What follows belongs to an exercise in optimizing a design on an open flow for small area, a short achievable clock period and few clock cycles per item; a production flow would make more cautious choices. Function was checked by simulation only, so behaviour that the tests miss may differ from the original. Power figures rest on the tool's default switching activity, not on a simulated workload.

Design cad_top, start of the top module:
module cad_top #(
  parameter int IMG_SIDE = 8,
  parameter int IMG_COUNT = 2,
  parameter int KER_COUNT = 2,
  localparam int IMG_IDX_W = (IMG_COUNT > 1) ? $clog2(IMG_COUNT) : 1,
  localparam int KER_IDX_W = (KER_COUNT > 1) ? $clog2(KER_COUNT) : 1
) (
  input  logic                 clk,
  input  logic                 rst_n,
  input  logic                 i_in_valid,
  input  cad_pkg::data_t       i_matrix,
  input  logic                 i_start,
  input  logic [IMG_IDX_W-1:0] i_img_idx,
  input  logic [KER_IDX_W-1:0] i_ker_idx,
  output logic                 o_busy,
  output logic                 o_out_valid,
  output logic                 o_out_value
);
  logic img_sel;
  logic ker_sel;
  logic [1:0] islot;
  logic [1:0] rbase;
  logic [2:0] ph8;
  logic [2:0] ph5;
  logic pending;
  logic [4:0][7:0] pix;
  logic [4:0][7:0] kv;
  logic s_v, s_first, s_last, s_bfirst, s_blast, s_jlast;
  cad_pkg::acc_t res;
  logic res_valid;
  logic res_jlast;
  logic done;
  operand_store u_store (
    .clk       (clk),
    .rst_n     (rst_n),
    .i_in_valid(i_in_valid),
    .i_matrix  (i_matrix),
    .i_img_sel (img_sel),
    .i_ker_sel (ker_sel),
    .i_islot   (islot),
    .i_rbase   (rbase),
    .o_ph8     (ph8),
    .o_ph5     (ph5),
    .o_pending (pending),
    .o_pix     (pix),
    .o_ker     (kv)
  );
  window_sequencer u_seq (
    .clk      (clk),
    .rst_n    (rst_n),
    .i_start  (i_start),
    .i_img_idx(i_img_idx[0]),
    .i_ker_idx(i_ker_idx[0]),
    .i_done   (done),
    .i_ph8    (ph8),
    .i_ph5    (ph5),
    .i_pending(pending),
    .o_busy   (o_busy),
    .o_img_sel(img_sel),
    .o_ker_sel(ker_sel),
    .o_islot  (islot),
    .o_rbase  (rbase),
    .o_v      (s_v),
    .o_first  (s_first),
    .o_last   (s_last),
  ...
==> flow/config.mk <==
export PLATFORM = sky130hd
export DESIGN_NAME = cad_top
export DESIGN_NICKNAME = cad_top
export VERILOG_FILES = /design/flow/design.v
export SDC_FILE = /design/flow/constraint.sdc
export NUM_CORES = 4
export LEC_CHECK = 0
export CAP_MARGIN = 20
export CORE_MARGIN = 2
export CORE_UTILIZATION = 60
export CTS_BUF_LIST = sky130_fd_sc_hd__clkbuf_16
export CTS_CLUSTER_DIAMETER = 100
export CTS_CLUSTER_SIZE = 30
export PLACE_DENSITY = 0.72
export SLEW_MARGIN = 20
==> flow/constraint.sdc <==
create_clock -name core_clock -period 12.0 [get_ports {clk}]
set_input_delay 2.4000 -clock core_clock [delete_from_list [all_inputs] [get_ports {clk}]]
set_output_delay 2.4000 -clock core_clock [all_outputs]
set_load 0.01 [all_outputs]
standard.sh (not shown) runs the stock make flow with config.mk's settings and CLKGATE_MAP_FILE= SYNTH_SCRIPT=/design/flow/synth_recipe.tcl, a recipe that flattens the netlist after the stock synthesis.
==> flow/flow/run.sh <==
#!/bin/bash
# Layout: the standard flow (standard synthesis, floorplan, placement, CTS,
# routing) on the design's constraints and clock period. The only change is
# the setup margin that ORFS's repair_timing aims for: it is raised so that the
# resizer also works on paths that already meet the 12 ns clock.
set -euo pipefail
if ! bash standard.sh SETUP_SLACK_MARGIN=8.5 finish > standard_flow.log 2>&1; then
  tail -n 40 standard_flow.log
  exit 1
fi
tail -n 5 standard_flow.log
The baseline completed with no timing, DRC or antenna violations.
Testbench counts at the start, summed over its fixed seeds: cycles 6,504, jobs 48.
Then changed:
==> flow/run.sh (new file) <==
#!/bin/bash
# synth_recipe.tcl (not shown) runs the flow's synth.tcl, then flattens the netlist and writes it again
# the make line also repeats each setting of config.mk as NAME=value (left out here)
make -C /OpenROAD-flow-scripts/flow DESIGN_CONFIG=/design/flow/config.mk WORK_HOME=/design/flow/orfs CLKGATE_MAP_FILE= SYNTH_SCRIPT=/design/flow/synth_recipe.tcl finish
Settings changed: CTS_CLUSTER_DIAMETER 100 to 80, CTS_CLUSTER_SIZE 30 to 25.
removed: flow/flow/run.sh
removed: flow/standard.sh
What happened: Worst hold slack got worse by 11 ps. Flip-flop and latch count stays the same. Die area is unchanged. First-iteration DRC count goes down slightly. Setup slack got worse by 480 ps. Cell area goes up slightly.
Then changed:
==> flow/flow/run.sh (new file) <==
#!/bin/bash
# Layout: the standard flow (standard synthesis, floorplan, placement, CTS,
# routing) on the design's constraints and clock period. The only change is
# the setup margin that ORFS's repair_timing aims for: it is raised so that the
# resizer also works on paths that already meet the 12 ns clock.
set -euo pipefail
if ! bash standard.sh SETUP_SLACK_MARGIN=8.5 finish > standard_flow.log 2>&1; then
  tail -n 40 standard_flow.log
  exit 1
fi
tail -n 5 standard_flow.log
==> flow/standard.sh (new file) <==
#!/bin/bash
# synth_recipe.tcl (not shown) runs the flow's synth.tcl, then flattens the netlist and writes it again
# the make line also repeats each setting of config.mk as NAME=value (left out here)
make -C /OpenROAD-flow-scripts/flow DESIGN_CONFIG=/design/flow/config.mk WORK_HOME=/design/flow/orfs CLKGATE_MAP_FILE= SYNTH_SCRIPT=/design/flow/synth_recipe.tcl "${@:-finish}"
removed: flow/run.sh
Synthesized cell count does not change.
Design area stays flat.
Via count decreases by 0.58%.
Utilization increases by 0.18 points.
Global-route usage decreases by 0.13 points.
Cell count hardly moves.
Worst hold slack is worse by 6.4 ps.
First-iteration DRC count increases by 2.8%.
Total power hardly moves.
Routed wire length decreases by 0.80%.
Clock skew decreases by 5.9 ps.

==> port drivers added, routing unchanged <==
The flow's constraints put no driver on any port. The routed layouts listed below were extracted and timed again, unchanged, in two steps.
Step 1 assumes that a clkbuf_16 drives the clock port and a buf_2 every other input.
Step 2, shift: input delay + t, output delay - t, t = (earliest + latest rising clock arrival at the registers) / 2. This alone moves slack from input paths to output paths.
a / b / c = no drivers / after step 1 / after step 2; a / b = the first two.
run | t (ns) | setup WS [ns] | worst setup path at the end
the first run | 0.752 | 8.376 / 8.310 / 7.852 | input to register
the second run | 0.772 | 7.897 / 7.904 / 7.155 | input to register
the third run | 0.762 | 8.381 / 8.316 / 7.823 | input to register
After both steps every run listed still meets setup and hold. For the second run, which loses most, drivers alone change the setup slack by +0.007 ns; drivers and shift together by -0.742 ns.
